Context: an optimization exercise on an open-source flow, tuned for small area, a short achievable clock period and few clock cycles per item. The choices shown serve that exercise and are no tape-out recipe. Function was not checked in any run shown here: the RTL went through the layout flow alone. Power figures rest on the tool's default switching activity, not on a simulated workload.

## design/flow/design.v

```verilog
module vec_normalize (
  input  logic               clk,
  input  logic               rst,
  input  logic               in_valid,
  output logic               in_ready,
  input  logic signed [27:0] real_1,
  input  logic signed [27:0] imag_1,
  input  logic signed [27:0] real_2,
  input  logic signed [27:0] imag_2,
  input  logic signed [55:0] norm_in,
  output logic               out_valid,
  input  logic               out_ready,
  output logic signed [27:0] q_real_1,
  output logic signed [27:0] q_imag_1,
  output logic signed [27:0] q_real_2,
  output logic signed [27:0] q_imag_2,
  output logic               div_zero,
  output logic               sat
);
  function automatic logic [56:0] bk_add(input logic [55:0] a, input logic [55:0] b, input logic ci);
    logic [56:0] g, p;
    logic [55:0] s;
    g = {a & b, ci};
    p = {a ^ b, 1'b0};
    for (int l = 0; l < 6; l++)
      for (int i = 0; i <= 56; i++)
        if (((i + 1) % (2 << l)) == 0 && i >= (1 << l)) begin
          g[i] = g[i] | (p[i] & g[i - (1 << l)]);
          p[i] = p[i] & p[i - (1 << l)];
        end
    for (int l = 5; l >= 0; l--)
      for (int i = 0; i <= 56; i++)
        if (((i + 1) % (2 << l)) == (1 << l) && i >= (2 << l))
          g[i] = g[i] | (p[i] & g[i - (1 << l)]);
    s = a ^ b ^ g[55:0];
    bk_add = {g[56], s};
  endfunction
  logic [1:0]  sidx;       
  logic [1:0]  ycnt;       
  logic        acc;        
  logic [26:0] s_a;        
  logic        s_sg;
  logic [45:0] ys, yc;     
  logic        y_sg;
  logic [27:0] xsel;
  logic [45:0] mys, myc;    
  logic [56:0] msum;       
  logic        yok, load;
  logic        itag;       
  always_comb begin
    case (sidx)
      2'd0: xsel = real_1;
      2'd1: xsel = imag_1;
      2'd2: xsel = real_2;
      default: xsel = imag_2;
    endcase
  end
  logic cs1, cs2, cs3, cs4, cs5, cs6, cs7, cs8, cs9, cs10, cs11, cs12, cs13, cs14, cs15, cs16, cs17, cs18, cs19, cs20, cs21, cs22, cs23, cs24, cs25, cs26, cs27, cs28, cs29, cs30, cs31, cs32, cs33, cs34, cs35, cs36, cs37, cs38, cs39, cs40, cs41, cs42, cs43, cs44, cs45, cs46, cs47, cs48, cs49, cs50, cs51, cs52, cs53, cs54, cs55, cs56, cs57, cs58, cs59, cs60, cs61, cs62, cs63, cs64, cs65, cs66, cs67, cs68, cs69, cs70, cs71, cs72, cs73, cs74, cs75, cs76, cs77, cs78, cs79, cs80, cs81, cs82, cs83, cs84, cs85, cs86, cs87, cs88, cs89, cs90, cs91, cs92, cs93, cs94, cs95, cs96, cs97, cs98, cs99, cs100, cs101, cs102, cs103, cs104, cs105, cs106, cs107, cs108, cs109, cs110, cs111, cs112, cs113, cs114, cs115, cs116, cs117, cs118, cs119, cs120, cs121, cs122, cs123, cs124, cs125, cs126, cs127, cs128, cs129, cs130, cs131, cs132, cs133, cs134, cs135, cs136, cs137, cs138, cs139, cs140, cs141, cs142, cs143, cs144, cs145, cs146, cs147, cs148, cs149, cs150, cs151, cs152, cs153, cs154, cs155, cs156, cs157, cs158, cs159, cs160, cs161, cs162, cs163, cs164, cs165, cs166, cs167, cs168, cs169, cs170, cs171, cs172, cs173, cs174, cs175, cs176, cs177, cs178, cs179, cs180, cs181, cs182, cs183, cs184, cs185, cs186, cs187, cs188, cs189, cs190, cs191, cs192, cs193, cs194, cs195, cs196, cs197, cs198, cs199, cs200, cs201, cs202, cs203, cs204, cs205, cs206, cs207, cs208, cs209, cs210, cs211, cs212, cs213, cs214, cs215, cs216, cs217, cs218, cs219, cs220, cs221, cs222, cs223, cs224, cs225, cs226, cs227, cs228, cs229, cs230, cs231, cs232, cs233, cs234, cs235, cs236, cs237, cs238, cs239, cs240, cs241, cs242, cs243, cs244, cs245, cs246, cs247, cs248, cs249, cs250, cs251, cs252, cs253, cs254, cs255, cs256, cs257, cs258, cs259, cs260;
  assign cs1 = s_a[0] ^ s_a[19];
  assign cs2 = s_a[0] & s_a[19];
  assign cs3 = s_a[1] ^ s_a[20];
  assign cs4 = s_a[1] & s_a[20];
  assign cs5 = s_a[2] ^ s_a[21];
  assign cs6 = s_a[2] & s_a[21];
  assign cs7 = s_a[3] ^ s_a[22];
  assign cs8 = s_a[3] & s_a[22];
  assign cs9 = s_a[4] ^ s_a[23];
  assign cs10 = s_a[4] & s_a[23];
  assign cs11 = s_a[5] ^ s_a[24];
  assign cs12 = s_a[5] & s_a[24];
  assign cs13 = s_a[6] ^ s_a[25];
  assign cs14 = s_a[6] & s_a[25];
  assign cs15 = s_a[7] ^ s_a[26];
  assign cs16 = s_a[7] & s_a[26];
  assign cs17 = s_a[11] ^ ~s_a[0];
  assign cs18 = s_a[11] & ~s_a[0];
  assign cs19 = s_a[12] ^ ~s_a[1];
  assign cs20 = s_a[12] & ~s_a[1];
  assign cs21 = s_a[13] ^ ~s_a[2];
  assign cs22 = s_a[13] & ~s_a[2];
  assign cs23 = s_a[14] ^ ~s_a[3];
  assign cs24 = s_a[14] & ~s_a[3];
  assign cs25 = s_a[15] ^ ~s_a[4];
  assign cs26 = s_a[15] & ~s_a[4];
  assign cs27 = s_a[16] ^ ~s_a[5];
  assign cs28 = s_a[16] & ~s_a[5];
  assign cs29 = s_a[17] ^ ~s_a[0] ^ ~s_a[6];
  assign cs30 = (s_a[17] & ~s_a[0]) | (s_a[17] & ~s_a[6]) | (~s_a[0] & ~s_a[6]);
  assign cs31 = ~s_a[8] ^ ~s_a[12];
  assign cs32 = ~s_a[8] & ~s_a[12];
  assign cs33 = s_a[18] ^ ~s_a[1] ^ ~s_a[7];
  assign cs34 = (s_a[18] & ~s_a[1]) | (s_a[18] & ~s_a[7]) | (~s_a[1] & ~s_a[7]);
  assign cs35 = ~s_a[9] ^ ~s_a[13];
  assign cs36 = ~s_a[9] & ~s_a[13];
  assign cs37 = ~s_a[2] ^ ~s_a[8] ^ ~s_a[10];
  assign cs38 = (~s_a[2] & ~s_a[8]) | (~s_a[2] & ~s_a[10]) | (~s_a[8] & ~s_a[10]);
  assign cs39 = ~s_a[14] ^ s_sg ^ cs1;
  assign cs40 = (~s_a[14] & s_sg) | (~s_a[14] & cs1) | (s_sg & cs1);
  assign cs41 = ~s_a[3] ^ ~s_a[9] ^ ~s_a[11];
  assign cs42 = (~s_a[3] & ~s_a[9]) | (~s_a[3] & ~s_a[11]) | (~s_a[9] & ~s_a[11]);
  assign cs43 = ~s_a[15] ^ cs2 ^ cs3;
  assign cs44 = (~s_a[15] & cs2) | (~s_a[15] & cs3) | (cs2 & cs3);
  assign cs45 = ~s_a[4] ^ ~s_a[10] ^ ~s_a[12];
  assign cs46 = (~s_a[4] & ~s_a[10]) | (~s_a[4] & ~s_a[12]) | (~s_a[10] & ~s_a[12]);
  assign cs47 = ~s_a[16] ^ cs4 ^ cs5;
  assign cs48 = (~s_a[16] & cs4) | (~s_a[16] & cs5) | (cs4 & cs5);
  assign cs49 = ~s_a[5] ^ ~s_a[11] ^ ~s_a[13];
  assign cs50 = (~s_a[5] & ~s_a[11]) | (~s_a[5] & ~s_a[13]) | (~s_a[11] & ~s_a[13]);
  assign cs51 = ~s_a[17] ^ cs6 ^ cs7;
  assign cs52 = (~s_a[17] & cs6) | (~s_a[17] & cs7) | (cs6 & cs7);
  assign cs53 = ~s_a[6] ^ ~s_a[12] ^ ~s_a[14];
  assign cs54 = (~s_a[6] & ~s_a[12]) | (~s_a[6] & ~s_a[14]) | (~s_a[12] & ~s_a[14]);
  assign cs55 = ~s_a[18] ^ cs8 ^ cs9;
  assign cs56 = (~s_a[18] & cs8) | (~s_a[18] & cs9) | (cs8 & cs9);
  assign cs57 = ~s_a[7] ^ ~s_a[13] ^ ~s_a[15];
  assign cs58 = (~s_a[7] & ~s_a[13]) | (~s_a[7] & ~s_a[15]) | (~s_a[13] & ~s_a[15]);
  assign cs59 = ~s_a[19] ^ cs10 ^ cs11;
  assign cs60 = (~s_a[19] & cs10) | (~s_a[19] & cs11) | (cs10 & cs11);
  assign cs61 = ~s_a[8] ^ ~s_a[14] ^ ~s_a[16];
  assign cs62 = (~s_a[8] & ~s_a[14]) | (~s_a[8] & ~s_a[16]) | (~s_a[14] & ~s_a[16]);
  assign cs63 = ~s_a[20] ^ cs12 ^ cs13;
  assign cs64 = (~s_a[20] & cs12) | (~s_a[20] & cs13) | (cs12 & cs13);
  assign cs65 = ~s_a[9] ^ ~s_a[15] ^ ~s_a[17];
  assign cs66 = (~s_a[9] & ~s_a[15]) | (~s_a[9] & ~s_a[17]) | (~s_a[15] & ~s_a[17]);
  assign cs67 = ~s_a[21] ^ cs14 ^ cs15;
  assign cs68 = (~s_a[21] & cs14) | (~s_a[21] & cs15) | (cs14 & cs15);
  assign cs69 = s_a[8] ^ ~s_a[10] ^ ~s_a[16];
  assign cs70 = (s_a[8] & ~s_a[10]) | (s_a[8] & ~s_a[16]) | (~s_a[10] & ~s_a[16]);
  assign cs71 = ~s_a[18] ^ ~s_a[22] ^ cs16;
  assign cs72 = (~s_a[18] & ~s_a[22]) | (~s_a[18] & cs16) | (~s_a[22] & cs16);
  assign cs73 = s_a[9] ^ ~s_a[11] ^ ~s_a[17];
  assign cs74 = (s_a[9] & ~s_a[11]) | (s_a[9] & ~s_a[17]) | (~s_a[11] & ~s_a[17]);
  assign cs75 = ~s_a[19] ^ ~s_a[23];
  assign cs76 = ~s_a[19] & ~s_a[23];
  assign cs77 = s_a[10] ^ ~s_a[12] ^ ~s_a[18];
  assign cs78 = (s_a[10] & ~s_a[12]) | (s_a[10] & ~s_a[18]) | (~s_a[12] & ~s_a[18]);
  assign cs79 = ~s_a[20] ^ ~s_a[24];
  assign cs80 = ~s_a[20] & ~s_a[24];
  assign cs81 = s_a[11] ^ ~s_a[13] ^ ~s_a[19];
  assign cs82 = (s_a[11] & ~s_a[13]) | (s_a[11] & ~s_a[19]) | (~s_a[13] & ~s_a[19]);
  assign cs83 = ~s_a[21] ^ ~s_a[25];
  assign cs84 = ~s_a[21] & ~s_a[25];
  assign cs85 = s_a[12] ^ ~s_a[14] ^ ~s_a[20];
  assign cs86 = (s_a[12] & ~s_a[14]) | (s_a[12] & ~s_a[20]) | (~s_a[14] & ~s_a[20]);
  assign cs87 = ~s_a[22] ^ ~s_a[26];
  assign cs88 = ~s_a[22] & ~s_a[26];
  assign cs89 = s_a[13] ^ ~s_a[15] ^ ~s_a[21];
  assign cs90 = (s_a[13] & ~s_a[15]) | (s_a[13] & ~s_a[21]) | (~s_a[15] & ~s_a[21]);
  assign cs91 = ~s_a[23] ^ 1'b1;
  assign cs92 = ~s_a[23] & 1'b1;
  assign cs93 = s_a[14] ^ ~s_a[16] ^ ~s_a[22];
  assign cs94 = (s_a[14] & ~s_a[16]) | (s_a[14] & ~s_a[22]) | (~s_a[16] & ~s_a[22]);
  assign cs95 = ~s_a[24] ^ 1'b1;
  assign cs96 = ~s_a[24] & 1'b1;
  assign cs97 = s_a[15] ^ ~s_a[17] ^ ~s_a[23];
  assign cs98 = (s_a[15] & ~s_a[17]) | (s_a[15] & ~s_a[23]) | (~s_a[17] & ~s_a[23]);
  assign cs99 = ~s_a[25] ^ 1'b1;
  assign cs100 = ~s_a[25] & 1'b1;
  assign cs101 = s_a[16] ^ ~s_a[18] ^ ~s_a[24];
  assign cs102 = (s_a[16] & ~s_a[18]) | (s_a[16] & ~s_a[24]) | (~s_a[18] & ~s_a[24]);
  assign cs103 = ~s_a[26] ^ 1'b1;
  assign cs104 = ~s_a[26] & 1'b1;
  assign cs105 = s_a[17] ^ ~s_a[19];
  assign cs106 = s_a[17] & ~s_a[19];
  assign cs107 = s_a[18] ^ ~s_a[20];
  assign cs108 = s_a[18] & ~s_a[20];
  assign cs109 = s_a[9] ^ ~s_a[0];
  assign cs110 = s_a[9] & ~s_a[0];
  assign cs111 = s_a[10] ^ ~s_a[1];
  assign cs112 = s_a[10] & ~s_a[1];
  assign cs113 = ~s_a[2] ^ ~s_a[6] ^ ~s_sg;
  assign cs114 = (~s_a[2] & ~s_a[6]) | (~s_a[2] & ~s_sg) | (~s_a[6] & ~s_sg);
  assign cs115 = ~s_a[3] ^ ~s_a[7] ^ cs18;
  assign cs116 = (~s_a[3] & ~s_a[7]) | (~s_a[3] & cs18) | (~s_a[7] & cs18);
  assign cs117 = ~s_a[4] ^ ~s_a[8] ^ cs20;
  assign cs118 = (~s_a[4] & ~s_a[8]) | (~s_a[4] & cs20) | (~s_a[8] & cs20);
  assign cs119 = ~s_a[5] ^ ~s_a[9] ^ cs22;
  assign cs120 = (~s_a[5] & ~s_a[9]) | (~s_a[5] & cs22) | (~s_a[9] & cs22);
  assign cs121 = ~s_a[6] ^ ~s_a[10] ^ cs24;
  assign cs122 = (~s_a[6] & ~s_a[10]) | (~s_a[6] & cs24) | (~s_a[10] & cs24);
  assign cs123 = ~s_a[7] ^ ~s_a[11] ^ cs26;
  assign cs124 = (~s_a[7] & ~s_a[11]) | (~s_a[7] & cs26) | (~s_a[11] & cs26);
  assign cs125 = ~s_sg ^ cs28 ^ cs29;
  assign cs126 = (~s_sg & cs28) | (~s_sg & cs29) | (cs28 & cs29);
  assign cs127 = cs30 ^ cs32 ^ cs33;
  assign cs128 = (cs30 & cs32) | (cs30 & cs33) | (cs32 & cs33);
  assign cs129 = cs34 ^ cs36 ^ cs37;
  assign cs130 = (cs34 & cs36) | (cs34 & cs37) | (cs36 & cs37);
  assign cs131 = cs38 ^ cs40 ^ cs41;
  assign cs132 = (cs38 & cs40) | (cs38 & cs41) | (cs40 & cs41);
  assign cs133 = cs42 ^ cs44 ^ cs45;
  assign cs134 = (cs42 & cs44) | (cs42 & cs45) | (cs44 & cs45);
  assign cs135 = cs46 ^ cs48 ^ cs49;
  assign cs136 = (cs46 & cs48) | (cs46 & cs49) | (cs48 & cs49);
  assign cs137 = cs50 ^ cs52 ^ cs53;
  assign cs138 = (cs50 & cs52) | (cs50 & cs53) | (cs52 & cs53);
  assign cs139 = cs54 ^ cs56 ^ cs57;
  assign cs140 = (cs54 & cs56) | (cs54 & cs57) | (cs56 & cs57);
  assign cs141 = cs58 ^ cs60 ^ cs61;
  assign cs142 = (cs58 & cs60) | (cs58 & cs61) | (cs60 & cs61);
  assign cs143 = cs62 ^ cs64 ^ cs65;
  assign cs144 = (cs62 & cs64) | (cs62 & cs65) | (cs64 & cs65);
  assign cs145 = cs66 ^ cs68 ^ cs69;
  assign cs146 = (cs66 & cs68) | (cs66 & cs69) | (cs68 & cs69);
  assign cs147 = cs70 ^ cs72 ^ cs73;
  assign cs148 = (cs70 & cs72) | (cs70 & cs73) | (cs72 & cs73);
  assign cs149 = cs74 ^ cs76 ^ cs77;
  assign cs150 = (cs74 & cs76) | (cs74 & cs77) | (cs76 & cs77);
  assign cs151 = cs78 ^ cs80 ^ cs81;
  assign cs152 = (cs78 & cs80) | (cs78 & cs81) | (cs80 & cs81);
  assign cs153 = cs82 ^ cs84 ^ cs85;
  assign cs154 = (cs82 & cs84) | (cs82 & cs85) | (cs84 & cs85);
  assign cs155 = cs86 ^ cs88 ^ cs89;
  assign cs156 = (cs86 & cs88) | (cs86 & cs89) | (cs88 & cs89);
  assign cs157 = cs90 ^ cs92 ^ cs93;
  assign cs158 = (cs90 & cs92) | (cs90 & cs93) | (cs92 & cs93);
  assign cs159 = cs94 ^ cs96 ^ cs97;
  assign cs160 = (cs94 & cs96) | (cs94 & cs97) | (cs96 & cs97);
  assign cs161 = cs98 ^ cs100 ^ cs101;
  assign cs162 = (cs98 & cs100) | (cs98 & cs101) | (cs100 & cs101);
  assign cs163 = ~s_a[25] ^ cs102 ^ cs104;
  assign cs164 = (~s_a[25] & cs102) | (~s_a[25] & cs104) | (cs102 & cs104);
  assign cs165 = ~s_a[26] ^ 1'b1 ^ cs106;
  assign cs166 = (~s_a[26] & 1'b1) | (~s_a[26] & cs106) | (1'b1 & cs106);
  assign cs167 = s_a[19] ^ ~s_a[21];
  assign cs168 = s_a[19] & ~s_a[21];
  assign cs169 = s_a[20] ^ ~s_a[22];
  assign cs170 = s_a[20] & ~s_a[22];
  assign cs171 = s_a[21] ^ ~s_a[23];
  assign cs172 = s_a[21] & ~s_a[23];
  assign cs173 = s_a[22] ^ ~s_a[24];
  assign cs174 = s_a[22] & ~s_a[24];
  assign cs175 = s_a[23] ^ ~s_a[25];
  assign cs176 = s_a[23] & ~s_a[25];
  assign cs177 = s_a[24] ^ ~s_a[26];
  assign cs178 = s_a[24] & ~s_a[26];
  assign cs179 = s_a[5] ^ ~s_a[0];
  assign cs180 = s_a[5] & ~s_a[0];
  assign cs181 = s_a[6] ^ ~s_a[1];
  assign cs182 = s_a[6] & ~s_a[1];
  assign cs183 = s_a[7] ^ ~s_a[2];
  assign cs184 = s_a[7] & ~s_a[2];
  assign cs185 = s_a[8] ^ ~s_a[3];
  assign cs186 = s_a[8] & ~s_a[3];
  assign cs187 = ~s_a[4] ^ ~s_sg ^ cs109;
  assign cs188 = (~s_a[4] & ~s_sg) | (~s_a[4] & cs109) | (~s_sg & cs109);
  assign cs189 = ~s_a[5] ^ cs110 ^ cs111;
  assign cs190 = (~s_a[5] & cs110) | (~s_a[5] & cs111) | (cs110 & cs111);
  assign cs191 = cs17 ^ cs112 ^ cs113;
  assign cs192 = (cs17 & cs112) | (cs17 & cs113) | (cs112 & cs113);
  assign cs193 = cs19 ^ cs114 ^ cs115;
  assign cs194 = (cs19 & cs114) | (cs19 & cs115) | (cs114 & cs115);
  assign cs195 = cs21 ^ cs116 ^ cs117;
  assign cs196 = (cs21 & cs116) | (cs21 & cs117) | (cs116 & cs117);
  assign cs197 = cs23 ^ cs118 ^ cs119;
  assign cs198 = (cs23 & cs118) | (cs23 & cs119) | (cs118 & cs119);
  assign cs199 = cs25 ^ cs120 ^ cs121;
  assign cs200 = (cs25 & cs120) | (cs25 & cs121) | (cs120 & cs121);
  assign cs201 = cs27 ^ cs122 ^ cs123;
  assign cs202 = (cs27 & cs122) | (cs27 & cs123) | (cs122 & cs123);
  assign cs203 = cs31 ^ cs124 ^ cs125;
  assign cs204 = (cs31 & cs124) | (cs31 & cs125) | (cs124 & cs125);
  assign cs205 = cs35 ^ cs126 ^ cs127;
  assign cs206 = (cs35 & cs126) | (cs35 & cs127) | (cs126 & cs127);
  assign cs207 = cs39 ^ cs128 ^ cs129;
  assign cs208 = (cs39 & cs128) | (cs39 & cs129) | (cs128 & cs129);
  assign cs209 = cs43 ^ cs130 ^ cs131;
  assign cs210 = (cs43 & cs130) | (cs43 & cs131) | (cs130 & cs131);
  assign cs211 = cs47 ^ cs132 ^ cs133;
  assign cs212 = (cs47 & cs132) | (cs47 & cs133) | (cs132 & cs133);
  assign cs213 = cs51 ^ cs134 ^ cs135;
  assign cs214 = (cs51 & cs134) | (cs51 & cs135) | (cs134 & cs135);
  assign cs215 = cs55 ^ cs136 ^ cs137;
  assign cs216 = (cs55 & cs136) | (cs55 & cs137) | (cs136 & cs137);
  assign cs217 = cs59 ^ cs138 ^ cs139;
  assign cs218 = (cs59 & cs138) | (cs59 & cs139) | (cs138 & cs139);
  assign cs219 = cs63 ^ cs140 ^ cs141;
  assign cs220 = (cs63 & cs140) | (cs63 & cs141) | (cs140 & cs141);
  assign cs221 = cs67 ^ cs142 ^ cs143;
  assign cs222 = (cs67 & cs142) | (cs67 & cs143) | (cs142 & cs143);
  assign cs223 = cs71 ^ cs144 ^ cs145;
  assign cs224 = (cs71 & cs144) | (cs71 & cs145) | (cs144 & cs145);
  assign cs225 = cs75 ^ cs146 ^ cs147;
  assign cs226 = (cs75 & cs146) | (cs75 & cs147) | (cs146 & cs147);
  assign cs227 = cs79 ^ cs148 ^ cs149;
  assign cs228 = (cs79 & cs148) | (cs79 & cs149) | (cs148 & cs149);
  assign cs229 = cs83 ^ cs150 ^ cs151;
  assign cs230 = (cs83 & cs150) | (cs83 & cs151) | (cs150 & cs151);
  assign cs231 = cs87 ^ cs152 ^ cs153;
  assign cs232 = (cs87 & cs152) | (cs87 & cs153) | (cs152 & cs153);
  assign cs233 = cs91 ^ cs154 ^ cs155;
  assign cs234 = (cs91 & cs154) | (cs91 & cs155) | (cs154 & cs155);
  assign cs235 = cs95 ^ cs156 ^ cs157;
  assign cs236 = (cs95 & cs156) | (cs95 & cs157) | (cs156 & cs157);
  assign cs237 = cs99 ^ cs158 ^ cs159;
  assign cs238 = (cs99 & cs158) | (cs99 & cs159) | (cs158 & cs159);
  assign cs239 = cs103 ^ cs160 ^ cs161;
  assign cs240 = (cs103 & cs160) | (cs103 & cs161) | (cs160 & cs161);
  assign cs241 = cs105 ^ cs162 ^ cs163;
  assign cs242 = (cs105 & cs162) | (cs105 & cs163) | (cs162 & cs163);
  assign cs243 = cs107 ^ cs164 ^ cs165;
  assign cs244 = (cs107 & cs164) | (cs107 & cs165) | (cs164 & cs165);
  assign cs245 = cs108 ^ cs166 ^ cs167;
  assign cs246 = (cs108 & cs166) | (cs108 & cs167) | (cs166 & cs167);
  assign cs247 = 1'b1 ^ cs168 ^ cs169;
  assign cs248 = (1'b1 & cs168) | (1'b1 & cs169) | (cs168 & cs169);
  assign cs249 = 1'b1 ^ cs170 ^ cs171;
  assign cs250 = (1'b1 & cs170) | (1'b1 & cs171) | (cs170 & cs171);
  assign cs251 = 1'b1 ^ cs172 ^ cs173;
  assign cs252 = (1'b1 & cs172) | (1'b1 & cs173) | (cs172 & cs173);
  assign cs253 = 1'b1 ^ cs174 ^ cs175;
  assign cs254 = (1'b1 & cs174) | (1'b1 & cs175) | (cs174 & cs175);
  assign cs255 = 1'b1 ^ cs176 ^ cs177;
  assign cs256 = (1'b1 & cs176) | (1'b1 & cs177) | (cs176 & cs177);
  assign cs257 = s_a[25] ^ cs178;
  assign cs258 = s_a[25] & cs178;
  assign cs259 = s_a[26] ^ 1'b1;
  assign cs260 = s_a[26] & 1'b1;
  assign mys = {cs258, cs256, cs254, cs252, cs250, cs248, cs246, cs244, cs242, cs240, cs238, cs236, cs234, cs232, cs230, cs228, cs226, cs224, cs222, cs220, cs218, cs216, cs214, cs212, cs210, cs208, cs206, cs204, cs202, cs200, cs198, cs196, cs194, cs192, cs190, cs188, cs186, cs184, cs182, cs180, ~s_sg, s_a[4], s_a[3], s_a[2], s_a[1], s_a[0]};
  assign myc = {cs259, cs257, cs255, cs253, cs251, cs249, cs247, cs245, cs243, cs241, cs239, cs237, cs235, cs233, cs231, cs229, cs227, cs225, cs223, cs221, cs219, cs217, cs215, cs213, cs211, cs209, cs207, cs205, cs203, cs201, cs199, cs197, cs195, cs193, cs191, cs189, cs187, cs185, cs183, cs181, cs179, 1'b0, 1'b0, 1'b0, 1'b0, s_sg};
  assign msum = bk_add({10'd0, ys}, {10'd0, yc}, 1'b0);
  assign in_ready = acc;
  assign yok = ~acc & ycnt[1];    
  always_ff @(posedge clk) begin
    s_a  <= xsel[26:0] ^ {27{xsel[27]}};
    s_sg <= xsel[27];
    ys   <= mys;
    yc   <= myc;
    y_sg <= s_sg;
    if (rst) begin
      sidx <= '0;
      ycnt <= '0;
      acc  <= 1'b0;
      itag <= 1'b0;
    end else begin
      if (acc) begin
        if (in_valid) begin
          acc  <= 1'b0;
          ycnt <= '0;
        end
      end else if (load) begin
        sidx <= sidx + 2'd1;
        ycnt <= '0;
        if (sidx == 2'd3) begin
          acc  <= 1'b1;
          itag <= ~itag;
        end
      end else if (!in_valid) begin
        ycnt <= '0;
      end else if (!ycnt[1]) begin
        ycnt <= ycnt + 2'd1;
      end
    end
  end
  logic [5:0]  nmsb_in;    
  logic        big_in, dz_in;
  always_comb begin
    nmsb_in = '0;
    for (int i = 0; i < 54; i++) if (norm_in[i]) nmsb_in = 6'(i);
  end
  assign dz_in  = norm_in[55] | (norm_in == '0);
  assign big_in = dz_in | norm_in[54];
  logic [1:0]        run, fin, ld, free, xfer, last, satd;
  logic [1:0][4:0]   j;          
  logic [1:0][52:0]  r;          
  logic [1:0][8:0]   l;          
  logic [1:0][15:0]  qp;         
  logic [1:0]        c_sg, c_sat;
  logic [1:0][1:0]   cidx;       
  logic [1:0][53:0]  t, d;
  logic [1:0]        ge, z3, z8, sk3, sk8;
  logic [1:0][15:0]  qp_n;
  logic [1:0][53:0]  nrm;        
  logic [1:0][5:0]   nmsb;       
  logic [1:0]        big, dz, ctag;
  logic [1:0][54:0]  sm;         
  logic [1:0]        wv, wsg, wsat, wdz, wbw, wtag;
  logic              otag;       
  logic [1:0][15:0]  wq;
  logic [1:0][1:0]   widx;
  logic [1:0][16:0]  wdat;
  logic              ov, vfree;
  for (genvar u = 0; u < 2; u++) begin : g_div
    logic [56:0] dsum;
    logic [15:0] mag;
    assign t[u] = {r[u], l[u][8]};
    assign dsum = bk_add({2'd0, t[u]}, {2'b11, ~nrm[u]}, 1'b1);
    assign d[u] = dsum[53:0];
    assign ge[u] = ~dsum[55] & ~big[u];    
    always_comb begin
      sm[u][54] = big[u];
      for (int i = 0; i < 54; i++) sm[u][i] = big[u] | (6'(i) <= nmsb[u]);
    end
    always_comb begin
      z3[u] = 1'b1;
      z8[u] = 1'b1;
      for (int i = 0; i < 53; i++) begin
        if (i + 4 <= 54) begin
          if (r[u][i] & ~sm[u][i+4]) z3[u] = 1'b0;
        end else if (r[u][i]) z3[u] = 1'b0;
        if (i + 9 <= 54) begin
          if (r[u][i] & ~sm[u][i+9]) z8[u] = 1'b0;
        end else if (r[u][i]) z8[u] = 1'b0;
      end
    end
    assign sk8[u]  = (j[u] >= 5'd8) & z8[u];
    assign sk3[u]  = ~sk8[u] & (j[u] >= 5'd3) & z3[u];
    assign last[u] = run[u] & (j[u] == 5'd0);
    assign satd[u] = run[u] & ~sk8[u] & ~sk3[u] & (j[u] == 5'd16) & ge[u];
    assign wbw[u]  = wv[u] & ~ov & (wtag[u] == otag);
    assign xfer[u] = (last[u] | fin[u]) & (~wv[u] | wbw[u]);
    assign free[u] = (~run[u] & ~fin[u]) | xfer[u];
    always_comb begin
      qp_n[u] = qp[u];
      if (run[u]) begin
        if (sk8[u])      qp_n[u] = {qp[u][7:0], 8'd0};
        else if (sk3[u]) qp_n[u] = {qp[u][12:0], 3'd0};
        else             qp_n[u] = {qp[u][14:0], ge[u]};
      end
    end
    assign mag = wsat[u] ? 16'hffff : wq[u];
    assign wdat[u] = wsg[u] ? 17'(-{1'b0, mag}) : {1'b0, mag};
    always_ff @(posedge clk) begin
      if (ld[u]) begin
        r[u] <= {7'd0, msum[45:9]};
        l[u] <= msum[8:0];
        j[u] <= 5'd16;
      end else if (sk8[u]) begin
        r[u] <= {r[u][44:0], l[u][8:1]};
        l[u] <= {l[u][0], 8'd0};
        j[u] <= j[u] - 5'd8;
      end else if (sk3[u]) begin
        r[u] <= {r[u][49:0], l[u][8:6]};
        l[u] <= {l[u][5:0], 3'd0};
        j[u] <= j[u] - 5'd3;
      end else begin
        r[u] <= ge[u] ? d[u][52:0] : t[u][52:0];
        l[u] <= {l[u][7:0], 1'b0};
        j[u] <= j[u] - 5'd1;
      end
      qp[u] <= qp_n[u];
      if (satd[u]) c_sat[u] <= 1'b1;
      if (ld[u]) begin
        c_sg[u]  <= y_sg;
        c_sat[u] <= 1'b0;
        cidx[u]  <= sidx;
        ctag[u]  <= itag;
        nrm[u]   <= norm_in[53:0];
        nmsb[u]  <= nmsb_in;
        big[u]   <= big_in;
        dz[u]    <= dz_in;
      end
      if (xfer[u]) begin
        wq[u]   <= qp_n[u];
        wsg[u]  <= c_sg[u];
        wsat[u] <= c_sat[u];
        wdz[u]  <= dz[u];
        widx[u] <= cidx[u];
        wtag[u] <= ctag[u];
      end
      if (rst) begin
        run[u] <= 1'b0;
        fin[u] <= 1'b0;
        wv[u]  <= 1'b0;
      end else begin
        wv[u] <= xfer[u] | (wv[u] & ~wbw[u]);
        if (ld[u]) begin
          run[u] <= 1'b1;
          fin[u] <= 1'b0;
        end else begin
          if (run[u] & (last[u] | satd[u])) run[u] <= 1'b0;
          fin[u] <= satd[u] | ((fin[u] | last[u]) & ~xfer[u]);
        end
      end
    end
  end
  assign ld[0] = yok & free[0];
  assign ld[1] = yok & ~free[0] & free[1];
  assign load  = ld[0] | ld[1];
  logic [3:0][16:0] ob;
  logic [2:0]       wcnt;       
  logic [2:0]       wcnt_n;
  logic             osat, odz;
  assign wcnt_n = wcnt + {2'd0, wbw[0]} + {2'd0, wbw[1]};
  always_ff @(posedge clk) begin
    for (int k = 0; k < 4; k++) begin
      if (wbw[0] & (widx[0] == 2'(k)))      ob[k] <= wdat[0];
      else if (wbw[1] & (widx[1] == 2'(k))) ob[k] <= wdat[1];
    end
    if (wbw[0] | wbw[1]) begin
      odz  <= wbw[0] ? wdz[0] : wdz[1];
      osat <= ((wcnt != 3'd0) & osat) | (wbw[0] & wsat[0]) | (wbw[1] & wsat[1]);
    end
    if (rst) begin
      wcnt <= '0;
      ov   <= 1'b0;
      otag <= 1'b0;
    end else if (ov) begin
      if (out_ready) begin
        ov   <= 1'b0;
        wcnt <= '0;
        otag <= ~otag;
      end
    end else begin
      wcnt <= wcnt_n;
      ov   <= wcnt_n[2];
    end
  end
  assign out_valid = ov;
  assign q_real_1  = {{11{ob[0][16]}}, ob[0]};
  assign q_imag_1  = {{11{ob[1][16]}}, ob[1]};
  assign q_real_2  = {{11{ob[2][16]}}, ob[2]};
  assign q_imag_2  = {{11{ob[3][16]}}, ob[3]};
  assign div_zero  = odz;
  assign sat       = osat;
endmodule
```

## design/flow/flow/run.sh

```bash
#!/bin/bash
# The standard flow, with its timing repair aimed at a period well below the
# clock's and plain buffers on the ports; make's output goes to standard.log,
# each ORFS step's to its own log under orfs/logs.
bash standard.sh SETUP_SLACK_MARGIN=7.5 TNS_END_PERCENT=100 CORE_UTILIZATION=40 \
  "BUFFER_PORTS_ARGS=-buffer_cell sky130_fd_sc_hd__buf_2" finish > standard.log 2>&1
```

## design/flow/standard.sh

```bash
#!/bin/bash
# synth_recipe.tcl (not shown) runs the flow's synth.tcl, then flattens the netlist and writes it again
# the make line also repeats each setting of config.mk as NAME=value (left out here)
make -C /OpenROAD-flow-scripts/flow DESIGN_CONFIG=/design/flow/config.mk WORK_HOME=/design/flow/orfs CLKGATE_MAP_FILE= SYNTH_SCRIPT=/design/flow/synth_recipe.tcl "${@:-finish}"
```

## design/flow/config.mk

```make
export PLATFORM = sky130hd
export DESIGN_NAME = vec_normalize
export DESIGN_NICKNAME = vec_normalize
export VERILOG_FILES = /design/flow/design.v
export SDC_FILE = /design/flow/constraint.sdc
export NUM_CORES = 4
export LEC_CHECK = 0
export CAP_MARGIN = 20
export CORE_MARGIN = 2
export CORE_UTILIZATION = 40
export SLEW_MARGIN = 20
```

## design/flow/constraint.sdc

```tcl
create_clock -name core_clock -period 11.0 [get_ports {clk}]
set_input_delay 2.2000 -clock core_clock [delete_from_list [all_inputs] [get_ports {clk}]]
set_output_delay 2.2000 -clock core_clock [all_outputs]
set_load 0.01 [all_outputs]
```

==> reports/qor.tcl, run 1 <==
set qor(power_density_nw_per_um2) 252
set qor(max-vdd-ir-drop_mv) 0.212
set qor(flow.area_growth_from_synthesis_pct) 20.7
set qor(critical_path.endpoint_type) {flop}
set qor(cts_tree) {yes}
set qor(netlist.top_cell.by_area) {sky130_fd_sc_hd__edfxtp_1}
set qor(final-seq-area_um2) 13500
set qor(core.rowCount) 107
set qor(synth.top_cells.by_area) {sky130_fd_sc_hd__edfxtp_1 (21%), sky130_fd_sc_hd__dfxtp_1 (17%), sky130_fd_sc_hd__fa_1 (9.1%)}
set qor(multi_input_comb_area_um2) 20000
set qor(layout-drive-gt1-share_pct) 21.0
set qor(first_global_vias) 28203
set qor(report.final.setup_viol) 0
set qor(area_of_the_mapped_netlist_um2) 34600
set qor(postRouteAntennaNets) 0
set qor(placeable_core_region_um2) 85400
set qor(worst_slack_ps) 7180
set qor(power.static_leakage_nw) 17.3
set qor(nets) 4390
set qor(port_buffers) 287
set qor(yosysUniqueCellTypes) 85
set qor(avgViaCountPerCell) 5.79
set qor(cts.clk_slew.worst_paths_ps) 60
set qor(maxSlewHeadroom_pct) 25.7
set qor(synth_top_flop_cell) {sky130_fd_sc_hd__dfxtp_1}
set qor(fin_util_pct) 48.9
set qor(yosys.area.top_type_share_pct) 21.3
set qor(clock-sinks) 547
set qor(synth-edff-count) 246
set qor(finalClockSkew_ps) 36.4
set qor(timing_max_transition_violations_final) 0
set qor(pre_cts_slack_ps) 6100
set qor(first_pass_grt_wire_length_um) 175000
set qor(grt.total_usage_pct) 25.7
set qor(vias) 29259
set qor(min_period_ps) 3820
set qor(rsz0062_at_grt) {true}
set qor(yosys.cell_count.top_type) {sky130_fd_sc_hd__inv_1}
set qor(critical_path_arrival_ps) 4250
set qor(timing.hold.worst.class) {reg -> reg}
set qor(drt_pass1_iterations) 9
set qor(worstPathMaxFanout) 2
set qor(synth_common_cells) {sky130_fd_sc_hd__inv_1 (370), sky130_fd_sc_hd__dfxtp_1 (301), sky130_fd_sc_hd__nor2_1 (287)}
set qor(final_design_area_no_fill_um2) 41800
set qor(fp.dieH_um) 298
set qor(start_util_pct) 40.5
set qor(dpl-instance-area_um2) 36700
set qor(synth.yosys.warnings) 1
set qor(postSynthNetCount) 4090
set qor(design.portCount) 288
set qor(die_area_um2) 88900
set qor(clk_path_buf_depth) 3
set qor(cts_root_buffer) {sky130_fd_sc_hd__clkbuf_16}
set qor(timing.critical_path.from_type) {input port}
set qor(grt_antenna_before_repair) 4
set qor(die_width_um) 298
set qor(postRouteWirelength_um) 119000
set qor(fin_worst_hold_slack_ps) 419
set qor(dpl.hpwl_um) 85200
set qor(critical_path_class) {in -> reg}
set qor(async_flop_share_pct) 0
set qor(final.period_utilization_pct) 34.7
set qor(path_cells) {buf_12 -> o31ai_4 -> a211oi_2 -> o31ai_1 -> a211oi_1 -> o31ai_1 -> a211oi_2 -> o311ai_2 -> nand4_1 -> a21oi_4}
set qor(postSynthRegisterBits) 547
set qor(globalplace.congestion) 0.934
set qor(cts.hold.buffers_added) 0
set qor(seq_area_frac_synth_pct) 38.7
set qor(dr.first_iter.drc_count) 3027
set qor(post_synth_inst_count) 3553
set qor(final-instance-count-excl-fill) 5050
set qor(outcome) {timing/DRC/antenna clean}
set qor(totalPowerFinal_mw) 10.6
set qor(insertion_delay_ps) 630
set qor(overflow) 0
set qor(achievable-frequency_mhz) 262
set qor(maxCapViolCount) 0
set qor(drcViolationCount) 0
set qor(fillers) 8005
set qor(pin_count_of_the_biggest_net_entering_global_routing) 73
set qor(placed_cells_incl_taps) 4803
set qor(worst_slew_pin_slew_ps) 1110
set qor(worst_ep_required_time_ps) 11430
set qor(avgRoutedWirePerCell_um) 23.5
set qor(number_of_failing_hold_endpoints_at_the_final_stage) 0
set qor(cpMaxStageDelayCell) {sky130_fd_sc_hd__o311ai_2}
set qor(worst_path_largest_cell_delay_ps) 310
set qor(ctsHtreeMaxLevel) 3
set qor(numCtsBuffers) 66
set qor(tns_setup_ps) 0
set qor(syn_area_per_cell_um2) 9.74
==> cell usage in the layout, fill, tap and decap left out, types with 49 or more instances in the layout <==
master / count
sky130_fd_sc_hd__a21oi_1: 198
sky130_fd_sc_hd__a221oi_1: 52
sky130_fd_sc_hd__buf_2: 259
sky130_fd_sc_hd__buf_4: 105
sky130_fd_sc_hd__clkbuf_16: 75
sky130_fd_sc_hd__dfxtp_1: 260
sky130_fd_sc_hd__edfxtp_1: 246
sky130_fd_sc_hd__fa_1: 145
sky130_fd_sc_hd__ha_1: 193
sky130_fd_sc_hd__inv_1: 364
sky130_fd_sc_hd__mux2i_1: 128
sky130_fd_sc_hd__nand2_1: 181
sky130_fd_sc_hd__nand3_1: 74
sky130_fd_sc_hd__nor2_1: 263
sky130_fd_sc_hd__nor3_1: 49
sky130_fd_sc_hd__o21ai_0: 152
sky130_fd_sc_hd__o22ai_1: 57
sky130_fd_sc_hd__xnor2_1: 73
==> power by group <==
part | total [mW] | internal [mW] | switching, mW
logic | 5.00 | 2.21 | 2.79
registers | 3.43 | 2.62 | 0.809
clock network | 2.12 | 1.22 | 0.904
total | 10.6 | 6.05 | 4.50
==> final timing paths <==
kind	from	to	slack, ps	cells past startpoint
worst max-delay path	norm_in[4]	nmsb[7]$_DFFE_PP_	7180	10
worst min-delay path	cidx[1]$_DFFE_PP_	widx[1]$_DFFE_PP_	420	0
worst max register to register	r[58]$_DFF_P_	r[102]$_SDFF_PP0_	7280	15
worst min register to register	cidx[1]$_DFFE_PP_	widx[1]$_DFFE_PP_	420	0
==> logic make-up after synthesis <==
| family | Yosys count | share of synthesized area, % |
|---|---|---|
| xor gates and xnor gates | 127 | 3.21 |
| adders and majority gates | 370 | 16.7 |
| and+or+nand+nor | 811 | 11.0 |
| AOI/OAI and AO/OA | 950 | 18.4 |
| buffers and inverters | 589 | 7.21 |
| DFF | 547 | 38.7 |
| muxes | 159 | 4.70 |
==> final cells by class <==
type | instances | area share, %
multi-input cells | 2418 | 47.8
flip-flops and latches | 547 | 32.3
repair buffers | 445 | 8.17
clock buffers | 100 | 4.60
well taps | 1144 | 3.43
inverters | 375 | 3.42
clock inverters | 20 | 0.365
diodes | 1 | 0.00599
==> routing by layer <==
metal  global-route usage (%)  part of all wire [%]  up-vias
li1                         -                     -    13385
met1                     34.4                    41    14160
met2                     39.9                    45     1446
met3                     4.35                   8.4      268
met4                     13.3                   5.6        0
met5                        0                     0        -
==> critical path: cells and delay by family <==
family | cells | cell delay, ps
simple gates | 1 | 220
compound gates | 8 | 1730
buf+inv | 1 | 100
==> registers in the layout (all words and copies together), names as in the netlist, 3 cells and up <==
signal and flops:
r 106, l 18, qp 32, wq 32
j 10, ys 46, widx 4, nrm 108
cidx 4, ob 68, wcnt 3, nmsb 12
s_a 27, yc 42
==> timing repair <==
item | in CTS | in global routing
endpoints found under the setup margin | 331 | 202
pin swaps | 65 | 73
buffers inserted | 63 | 50
gates cloned | 7 | 6
gates resized for setup | 246 | 165
==> run 2: changes to the inputs <==
==> design/flow/flow/run.sh (replaced) <==
#!/bin/bash
# The standard flow, with its timing repair aimed at a period well below the
# clock's and plain buffers on the ports; make's output goes to standard.log,
# each ORFS step's to its own log under orfs/logs.
bash standard.sh SETUP_SLACK_MARGIN=6.5 TNS_END_PERCENT=100 CORE_UTILIZATION=40 \
  "BUFFER_PORTS_ARGS=-buffer_cell sky130_fd_sc_hd__buf_2" finish > standard.log 2>&1
==> run 2 against run 1 <==
Compared with the run above:
- still clean
- synthesized area unchanged
- cell count decreased by 2.4%
- clock power decreased by 2%
- first-iteration DRC count decreased by 5.8%
- maximum frequency decreased by 11%
- sequential share of layout area increased by 2.2 points
- critical path depth increased by 2
- die area unchanged
- flip-flop and latch count unchanged
- worst hold slack improved by 1.3 ps
- largest power group unchanged
==> reports/qor.tcl, run 2 <==
set qor(final.period_utilization_pct) 39.1 ;# was 34.7%
set qor(port_buffers) 287 ;# unchanged
set qor(synth.yosys.warnings) 1 ;# unchanged
set qor(synth.top_cells.by_area) {sky130_fd_sc_hd__edfxtp_1 (21%), sky130_fd_sc_hd__dfxtp_1 (17%), sky130_fd_sc_hd__fa_1 (9.1%)} ;# unchanged
set qor(min_period_ps) 4300 ;# was 3820 ps
set qor(layout_top_registers) {nrm: 108 flops, r: 106 flops, ob: 68 flops} ;# unchanged
set qor(grt_antenna_before_repair) 2 ;# was 4
set qor(critical_path_class) {reg -> reg} ;# was in -> reg
set qor(start_util_pct) 40.5 ;# unchanged
set qor(worst_slew_pin_slew_ps) 1090 ;# was 1110 ps
set qor(outcome) {timing/DRC/antenna clean} ;# unchanged
set qor(globalplace.congestion) 0.981 ;# was 0.934
set qor(flow.area_growth_from_synthesis_pct) 12.5 ;# was 20.7%
set qor(final_cell_mix) {sky130_fd_sc_hd__inv_1 (367), sky130_fd_sc_hd__dfxtp_1 (300), sky130_fd_sc_hd__buf_2 (287), sky130_fd_sc_hd__nor2_1 (286), sky130_fd_sc_hd__edfxtp_1 (246)} ;# was sky130_fd_sc_hd__inv_1 (364), sky130_fd_sc_hd__nor2_1 (263), sky130_fd_sc_hd__dfxtp_1 (260), sky130_fd_sc_hd__buf_2 (259), sky130_fd_sc_hd__edfxtp_1 (246)
set qor(avgViaCountPerCell) 5.71 ;# was 5.79
set qor(clock-sinks) 547 ;# unchanged
set qor(cts.clk_slew.worst_paths_ps) 60 ;# about the same
set qor(clkPwrFrac_pct) 21.1 ;# was 20.1%
set qor(placed_cells_incl_taps) 4804 ;# was 4,803
set qor(worst_slack_ps) 6700 ;# was 7180 ps
set qor(power_density_nw_per_um2) 253 ;# was 252 nW/µm²
set qor(numCtsBuffers) 61 ;# was 66
set qor(pin_count_of_the_biggest_net_entering_global_routing) 70 ;# was 73
set qor(avgRoutedWirePerCell_um) 22.8 ;# was 23.5 µm
set qor(async_flop_share_pct) 0 ;# unchanged
set qor(finalClockSkew_ps) 22.7 ;# was 36.4 ps
set qor(pre_cts_slack_ps) 6140 ;# was 6100 ps
set qor(area_of_the_mapped_netlist_um2) 34600 ;# unchanged
set qor(maxCapViolCount) 0 ;# unchanged
set qor(multi_input_comb_area_um2) 18800 ;# was 20,000 µm²
set qor(nets) 4271 ;# was 4,390
set qor(critical_path.endpoint_type) {flop} ;# unchanged
set qor(achievable-frequency_mhz) 232 ;# was 262 MHz
set qor(critical_path_arrival_ps) 4860 ;# was 4250 ps
set qor(seq_area_frac_synth_pct) 38.7 ;# unchanged
set qor(report.final.setup_viol) 0 ;# unchanged
set qor(power_frac_comb_pct) 44.4 ;# was 47.4%
set qor(grt.total_usage_pct) 24.7 ;# was 25.7%
set qor(worstPathMaxFanout) 61 ;# was 2
set qor(design.portCount) 288 ;# unchanged
set qor(swShare_pct) 43.1 ;# was 42.6%
set qor(layout-drive-gt1-share_pct) 13.3 ;# was 21.0%
set qor(worst_ep_required_time_ps) 11560 ;# was 11,430 ps
set qor(cts_tree) {yes} ;# unchanged
set qor(top_reg_by_flops) {nrm} ;# unchanged
set qor(placeable_core_region_um2) 85400 ;# unchanged
set qor(die_width_um) 298 ;# unchanged
set qor(ctsHtreeMaxLevel) 2 ;# was 3
set qor(final-instance-count-excl-fill) 4929 ;# was 5,050
set qor(vias) 28132 ;# was 29,259
set qor(overflow) 0 ;# unchanged
set qor(seq_power_share_pct) 34.5 ;# was 32.5%
set qor(postRouteAntennaNets) 0 ;# unchanged
set qor(first_pass_grt_wire_length_um) 169000 ;# was 175,000 µm
set qor(dr.first_iter.drc_count) 2851 ;# was 3,027
set qor(antenna-diode-count) 0 ;# was 1
set qor(fillers) 8229 ;# was 8,005
set qor(synth_common_cells) {sky130_fd_sc_hd__inv_1 (370), sky130_fd_sc_hd__dfxtp_1 (301), sky130_fd_sc_hd__nor2_1 (287)} ;# unchanged
set qor(fin_util_pct) 45.6 ;# was 48.9%
set qor(final-seq-area_um2) 13400 ;# was 13,500 µm²
set qor(yosysUniqueCellTypes) 85 ;# unchanged
set qor(max-vdd-ir-drop_mv) 0.189 ;# was 0.212 mV
set qor(p_int_mw) 5.60 ;# was 6.05 mW
set qor(dpl.hpwl_um) 85400 ;# was 85,200 µm
set qor(synth_top_flop_cell) {sky130_fd_sc_hd__dfxtp_1} ;# unchanged
set qor(fp.dieH_um) 298 ;# unchanged
set qor(synth-edff-count) 246 ;# unchanged
set qor(postSynthRegisterBits) 547 ;# unchanged
set qor(timing.hold.worst.class) {reg -> reg} ;# unchanged
set qor(drt_pass1_iterations) 9 ;# unchanged
set qor(postRouteWirelength_um) 112000 ;# was 119,000 µm
set qor(number_of_failing_hold_endpoints_at_the_final_stage) 0 ;# unchanged
set qor(final_common_cell) {sky130_fd_sc_hd__inv_1} ;# unchanged
set qor(syn_area_per_cell_um2) 9.74 ;# unchanged
set qor(maxSlewHeadroom_pct) 27.0 ;# was 25.7%
set qor(insertion_delay_ps) 640 ;# was 630 ps
set qor(netlist.top_cell.by_area) {sky130_fd_sc_hd__edfxtp_1} ;# unchanged
set qor(power.static_leakage_nw) 16.2 ;# was 17.3 nW
set qor(rsz0062_at_grt) {true} ;# unchanged
set qor(cts_root_buffer) {sky130_fd_sc_hd__clkbuf_16} ;# unchanged
set qor(clk_path_buf_depth) 3 ;# unchanged
set qor(ff2ff_setup_slack_ps) 6700 ;# was 7280 ps
set qor(core.rowCount) 107 ;# unchanged
set qor(timing.critical_path.from_type) {flop} ;# was input port
set qor(flip_flop_count_of_the_largest_register_after_layout) 108 ;# unchanged
set qor(yosys.area.top_type_share_pct) 21.3 ;# unchanged
set qor(post_synth_inst_count) 3553 ;# unchanged
set qor(die_area_um2) 88900 ;# unchanged
set qor(total_switching_power_mw) 4.24 ;# was 4.50 mW
set qor(tns_setup_ps) 0 ;# unchanged
set qor(fin_worst_hold_slack_ps) 420 ;# was 419 ps
set qor(cts.hold.buffers_added) 0 ;# unchanged
set qor(yosys.cell_count.top_type) {sky130_fd_sc_hd__inv_1} ;# unchanged
set qor(first_global_vias) 27011 ;# was 28,203
set qor(drcViolationCount) 0 ;# unchanged
set qor(postSynthNetCount) 4090 ;# unchanged
set qor(timing_max_transition_violations_final) 0 ;# unchanged
==> run 2: path summary, 6_finish.rpt <==
| path | startpoint | endpoint | depth (start not counted) |
|---|---|---|---|
| max | r[29]$_DFF_P_ | r[1]$_DFF_P_ | 12 |
| min | cidx[3]$_DFFE_PP_ | widx[3]$_DFFE_PP_ | 0 |
| max reg2reg | r[29]$_DFF_P_ | r[1]$_DFF_P_ | 12 |
| min reg2reg | cidx[3]$_DFFE_PP_ | widx[3]$_DFFE_PP_ | 0 |
==> run 2: cell families after synthesis <==
logic type | Yosys count | synth area share, %
compound gates | 950 | 18.4
xor+xnor | 127 | 3.21
fa+ha+maj | 370 | 16.7
buf+inv | 589 | 7.21
flops | 547 | 38.7
mux | 159 | 4.70
simple gates | 811 | 11.0
==> run 2: per-stage QoR <==
step / cell area (µm²) / power, mW
global route: 38900 / 10.5
detailed placement: 36700 / 7.70
finish: 38900 / 9.84
floorplan: 34600 / 5.94
global placement: 36700 / 7.66
CTS: 38800 / 9.80
==> run 2: area by class of cell <==
class                   instances  share of cell area, %
multi-input cells            2418                   48.3
clock buffers                  80                   4.39
inverters                     375                   3.65
flip-flops and latches        547                   34.5
repair buffers                331                   4.67
clock inverters                34                  0.816
well taps                    1144                   3.68
==> run 2: power groups by stage <==
stage	Clock (mW)	Sequential (mW)	Combinational (mW)
2_1_floorplan	0	3.01	2.93
3_3_place_gp	0	3.40	4.26
6_report	2.08	3.40	4.37
3_5_place_dp	0	3.40	4.30
4_1_cts	2.11	3.36	4.33
5_1_grt	2.18	3.44	4.86
==> run 2: repair_timing <==
action	4_1_cts	5_1_grt
resized for setup	6	16
endpoints found under the setup margin	86	84
buffers inserted	1	9
pin swaps	0	1
cloned	1	0
hold endpoints to repair	0	0
==> run 2: metal layers <==
layer | global-route usage [%] | wire length (µm) | vias up
met5 | 0 | 13 | -
met4 | 10.7 | 5310 | 2
met3 | 4.76 | 8880 | 216
met2 | 38.8 | 50200 | 1293
met1 | 33.2 | 47900 | 13492
li1 | - | - | 13129
==> run 2: worst max-delay path: stages (launching register included) <==
cell                       delay [ps]
sky130_fd_sc_hd__dfxtp_1          420
sky130_fd_sc_hd__ha_1             410
sky130_fd_sc_hd__nand4_1          180
sky130_fd_sc_hd__nor4_1           480
sky130_fd_sc_hd__nand2_1          100
sky130_fd_sc_hd__a211oi_1         540
sky130_fd_sc_hd__nor4_2           190
sky130_fd_sc_hd__o21ai_1          380
sky130_fd_sc_hd__o21ba_2          230
sky130_fd_sc_hd__buf_6            460
sky130_fd_sc_hd__nand2b_2         450
sky130_fd_sc_hd__o221ai_1         180
sky130_fd_sc_hd__o21ai_0          200
==> run 3: changes to the inputs <==
==> design/flow/flow/run.sh (replaced) <==
#!/bin/bash
# The standard flow, with its timing repair aimed at a period well below the
# clock's and plain buffers on the ports; make's output goes to standard.log,
# each ORFS step's to its own log under orfs/logs.
bash standard.sh SETUP_SLACK_MARGIN=8.5 TNS_END_PERCENT=100 CORE_UTILIZATION=40 \
  "BUFFER_PORTS_ARGS=-buffer_cell sky130_fd_sc_hd__buf_2" finish > standard.log 2>&1
==> run 3 against run 2 <==
Compared with the run above:
- still clean on timing, DRC and antenna
- maximum frequency increased by 16%
- global-route usage is 3.2 points higher
- non-clock buffer count is 404 higher
- cell count is 8.6% higher
- die area unchanged
- final area is 25% higher
- power rose by 20%
- highest routed layer unchanged
==> reports/qor.tcl, run 3 <==
set qor(outcome) {timing/DRC/antenna clean} ;# unchanged
set qor(numCtsBuffers) 66 ;# was 61
set qor(grt_util_met3_pct) 6.00 ;# was 4.76%
set qor(start_util_pct) 40.5 ;# unchanged
set qor(nets) 4689 ;# was 4,271
set qor(clk_path_buf_depth) 3 ;# unchanged
set qor(pin_count_of_the_biggest_net_entering_global_routing) 60 ;# was 70
set qor(achievable-frequency_mhz) 271 ;# was 232 MHz
set qor(core.rowCount) 107 ;# unchanged
set qor(drt_pass1_iterations) 8 ;# was 9
set qor(number_of_failing_hold_endpoints_at_the_final_stage) 0 ;# unchanged
set qor(final.period_utilization_pct) 33.6 ;# was 39.1%
set qor(netlist.top_cell.by_area) {sky130_fd_sc_hd__edfxtp_1} ;# unchanged
set qor(async_flop_share_pct) 0 ;# unchanged
set qor(pre_cts_slack_ps) 5640 ;# was 6140 ps
set qor(report.final.setup_viol) 0 ;# unchanged
set qor(postSynthRegisterBits) 547 ;# unchanged
set qor(placed_cells_incl_taps) 4808 ;# was 4,804
set qor(placeable_core_region_um2) 85400 ;# unchanged
set qor(power_density_nw_per_um2) 241 ;# was 253 nW/µm²
set qor(final-instance-count-excl-fill) 5352 ;# was 4,929
set qor(die_width_um) 298 ;# unchanged
set qor(cts.hold.buffers_added) 0 ;# unchanged
set qor(fp.dieH_um) 298 ;# unchanged
set qor(maxCapViolCount) 0 ;# unchanged
set qor(worst_ep_required_time_ps) 11470 ;# was 11,560 ps
set qor(final_cell_mix) {sky130_fd_sc_hd__inv_1 (347), sky130_fd_sc_hd__edfxtp_1 (246), sky130_fd_sc_hd__buf_4 (243), sky130_fd_sc_hd__dfxtp_1 (242), sky130_fd_sc_hd__buf_2 (231)} ;# was sky130_fd_sc_hd__inv_1 (367), sky130_fd_sc_hd__dfxtp_1 (300), sky130_fd_sc_hd__buf_2 (287), sky130_fd_sc_hd__nor2_1 (286), sky130_fd_sc_hd__edfxtp_1 (246)
set qor(drcViolationCount) 0 ;# unchanged
set qor(synth-xor-area-share_pct) 3.21 ;# unchanged
set qor(dr.first_iter.drc_count) 3322 ;# was 2,851
set qor(hold-path-cell-count) 0 ;# unchanged
set qor(insertion_delay_ps) 620 ;# was 640 ps
set qor(adder_cell_area_share_of_the_yosys_netlist_pct) 16.7 ;# unchanged
set qor(synth.yosys.warnings) 1 ;# unchanged
set qor(min_to) {widx[0]$_DFFE_PP_} ;# was widx[3]$_DFFE_PP_
set qor(r2r-start) {yc[6]$_DFF_P_} ;# was r[29]$_DFF_P_
set qor(synth_top_flop_cell) {sky130_fd_sc_hd__dfxtp_1} ;# unchanged
set qor(busiest_layer) {met2} ;# unchanged
set qor(synth-edff-count) 246 ;# unchanged
set qor(globalRouteMet1Util_pct) 35.8 ;# was 33.2%
set qor(grt_antenna_before_repair) 4 ;# was 2
set qor(totalPowerFinal_mw) 11.8 ;# was 9.84 mW
set qor(finalClockSkew_ps) 38.7 ;# was 22.7 ps
set qor(fillers) 7100 ;# was 8,229
set qor(synth_common_cells) {sky130_fd_sc_hd__inv_1 (370), sky130_fd_sc_hd__dfxtp_1 (301), sky130_fd_sc_hd__nor2_1 (287)} ;# unchanged
set qor(cts_tree) {yes} ;# unchanged
set qor(final_common_cell) {sky130_fd_sc_hd__inv_1} ;# unchanged
set qor(yosys.area.top_type_share_pct) 21.3 ;# unchanged
set qor(worst_slew_pin_slew_ps) 1190 ;# was 1090 ps
set qor(layout_top_registers) {nrm: 108 flops, r: 106 flops, ob: 68 flops} ;# unchanged
set qor(max-vdd-ir-drop_mv) 0.252 ;# was 0.189 mV
set qor(postRouteAntennaNets) 0 ;# unchanged
set qor(largest_family_of_logic_cells_by_synthesized_area) {compound AO/OA/AOI/OAI gates} ;# unchanged
set qor(worst_case_reg_to_reg_path_depth) 17 ;# was 12
set qor(top_reg_by_flops) {nrm} ;# unchanged
set qor(flip_flop_count_of_the_largest_register_after_layout) 108 ;# unchanged
set qor(timing.critical_path.from_type) {input port} ;# was flop
set qor(flow.area_growth_from_synthesis_pct) 41.0 ;# was 12.5%
set qor(cts_root_buffer) {sky130_fd_sc_hd__clkbuf_16} ;# unchanged
set qor(worstPathMaxFanout) 5 ;# was 61
set qor(postRouteWirelength_um) 129000 ;# was 112,000 µm
set qor(maxSlewHeadroom_pct) 19.8 ;# was 27.0%
set qor(postSynthNetCount) 4090 ;# unchanged
set qor(port_buffers) 287 ;# unchanged
set qor(grt.total_usage_pct) 27.9 ;# was 24.7%
set qor(avgRoutedWirePerCell_um) 24.2 ;# was 22.8 µm
set qor(min_period_ps) 3700 ;# was 4300 ps
set qor(yosys.cell_count.top_type) {sky130_fd_sc_hd__inv_1} ;# unchanged
set qor(synth.top_cells.by_area) {sky130_fd_sc_hd__edfxtp_1 (21%), sky130_fd_sc_hd__dfxtp_1 (17%), sky130_fd_sc_hd__fa_1 (9.1%)} ;# unchanged
set qor(globalplace.congestion) 0.969 ;# was 0.981
set qor(timing_max_transition_violations_final) 0 ;# unchanged
set qor(seq_area_frac_synth_pct) 38.7 ;# unchanged
set qor(dpl.hpwl_um) 84000 ;# was 85,400 µm
set qor(first_global_vias) 30786 ;# was 27,011
set qor(timing.hold.worst.class) {reg -> reg} ;# unchanged
set qor(yosysUniqueCellTypes) 85 ;# unchanged
set qor(overflow) 0 ;# unchanged
set qor(ctsHtreeMaxLevel) 3 ;# was 2
set qor(ff2ff_setup_slack_ps) 7380 ;# was 6700 ps
set qor(cts.clk_slew.worst_paths_ps) 60 ;# about the same
set qor(synth-simple-area-share_pct) 11.0 ;# unchanged
set qor(first_pass_grt_wire_length_um) 190000 ;# was 169,000 µm
set qor(worst_slack_ps) 7300 ;# was 6700 ps
set qor(clock-sinks) 547 ;# unchanged
set qor(area_of_the_mapped_netlist_um2) 34600 ;# unchanged
set qor(design.portCount) 288 ;# unchanged
set qor(post_synth_inst_count) 3553 ;# unchanged
set qor(layout-drive-gt1-share_pct) 35.7 ;# was 13.3%
set qor(worstReg2RegEnd) {r[13]$_DFF_P_} ;# was r[1]$_DFF_P_
set qor(avgViaCountPerCell) 5.85 ;# was 5.71
set qor(critical_path_class) {in -> reg} ;# was reg -> reg
set qor(hold_start) {cidx[0]$_DFFE_PP_} ;# was cidx[3]$_DFFE_PP_
set qor(synth_compound_area_share_pct) 18.4 ;# unchanged
set qor(grtUsageMet2_pct) 44.1 ;# was 38.8%
set qor(die_area_um2) 88900 ;# unchanged
set qor(rsz0062_at_grt) {true} ;# unchanged
set qor(vias) 31293 ;# was 28,132
set qor(critical_path.endpoint_type) {flop} ;# unchanged
set qor(syn_area_per_cell_um2) 9.74 ;# unchanged
set qor(power.static_leakage_nw) 20.0 ;# was 16.2 nW
set qor(post_synth_mux_area_share_pct) 4.70 ;# unchanged
set qor(tns_setup_ps) 0 ;# unchanged
set qor(critical_path_arrival_ps) 4160 ;# was 4860 ps
[run 3: cell types whose count changed in the layout (fill, tap and decap cells not counted), sizes merged, moves of 3 or more]
cell / change
a21oi: +3
clkbuf: +26
clkinvlp: -6
buf: +383
bufbuf: +9
inv: +4
[run 3: area by class of cell]
class	instances	area, µm²	area share (%)
well taps	1144	1430	2.93
clock buffers	94	1890	3.87
repair inverters	4	50.0	0.103
diodes	2	5.00	0.0103
inverters	375	1470	3.01
clock inverters	28	365	0.749
multi-input cells	2423	22600	46.3
repair buffers	735	7480	15.3
flip-flops and latches	547	13500	27.7
[run 3: per-layer routing]
layer,up-vias,part of all wire [%],wire (µm)
met5,-,0.010,13
met4,2,6.0,7780
met3,440,9.1,11700
met2,1640,45,58200
met1,15193,40,51700
li1,14018,-,-
[run 3: how the worst max path moves through the flow]
stage	to	slack, ps	start	cells past startpoint
finish	nmsb[7]$_DFFE_PP_	7300	norm_in[4]	10
global route	r[13]$_DFF_P_	7200	yc[6]$_DFF_P_	17
CTS	r[32]$_DFF_P_	7340	yc[5]$_DFF_P_	15
detailed placement	r[50]$_SDFF_PP0_	5640	run[0]$_SDFFE_PP0P_	10
global placement	r[52]$_SDFF_PP0_	5730	run[0]$_SDFFE_PP0P_	10
floorplan	nmsb[1]$_DFFE_PP_	7320	norm_in[4]	9
[run 3: kinds of logic after synthesis]
| family | Yosys count |
|---|---|
| compound gates | 950 |
| xor+xnor | 127 |
| fa+ha+maj | 370 |
| buf+inv | 589 |
| flops | 547 |
| mux | 159 |
| simple gates | 811 |
[run 3: worst max-delay path: stages]
cell,delay (ps)
sky130_fd_sc_hd__buf_6,110
sky130_fd_sc_hd__o31ai_4,240
sky130_fd_sc_hd__a211oi_2,100
sky130_fd_sc_hd__o31ai_1,210
sky130_fd_sc_hd__a211oi_1,100
sky130_fd_sc_hd__o31ai_1,310
sky130_fd_sc_hd__a211oi_2,220
sky130_fd_sc_hd__o311ai_1,350
sky130_fd_sc_hd__nand4_1,160
sky130_fd_sc_hd__a21oi_2,150
[run 3: stage by stage]
stage / area, µm² / util (%) / hold WS [ps]
after floorplan: 36500 / - / 355
after global placement: 37900 / 44.4 / 403
after detailed placement: 37900 / 44.4 / 411
after CTS: 46900 / 54.9 / 422
after global routing: 48800 / 57.1 / 427
final: 48800 / 57.1 / 420
[run 3: what timing repair did]
action / in CTS / in global routing
cloned: 49 / 11
setup buffers: 293 / 67
gates resized for setup: 667 / 268
pin swaps: 209 / 183
endpoints found under the setup margin: 592 / 516
[run 3: where the power goes]
group / internal [mW] / switching, mW / total [mW]
Clock: 1.37 / 0.908 / 2.28
Combinational: 2.75 / 3.23 / 5.98
Sequential: 2.62 / 0.883 / 3.51

static timing again, ports no longer ideal:
The flow's constraints put no driver on any port. The routed layouts listed below were extracted and timed again, unchanged, in two steps. Step 1 sets driving cells, clkbuf_16 on the clock port and buf_2 on the other inputs (assumed; they add their load-dependent delay and slew). Step 2 adds t to the input delays and takes it off the output delays; t is the mean of the earliest and latest rising clock arrival at the registers after step 1. Input paths then give back, and output paths get back, about the clock's delay inside the block. Three values: no drivers, after step 1, after step 2; two values: the first two.
| run | shift t [ns] | slack for setup (ns) | worst setup path after step 2 | latest minus earliest clock arrival (ns) | slew at the worst register clock pin (ns) |
|---|---|---|---|---|---|
| run 1 | 0.674 | 7.182 / 7.193 / 6.519 | input to register | 0.036 / 0.037 | 0.07 / 0.07 |
| run 2 | 0.702 | 6.697 / 6.697 / 6.104 | input to register | 0.024 / 0.024 | 0.07 / 0.07 |
| run 3 | 0.669 | 7.305 / 7.275 / 6.606 | input to register | 0.039 / 0.039 | 0.06 / 0.06 |
After both steps setup and hold are still met in every run listed. The setup slack of run 3, which loses most, moves by -0.030 ns with the drivers and by -0.699 ns with both steps.
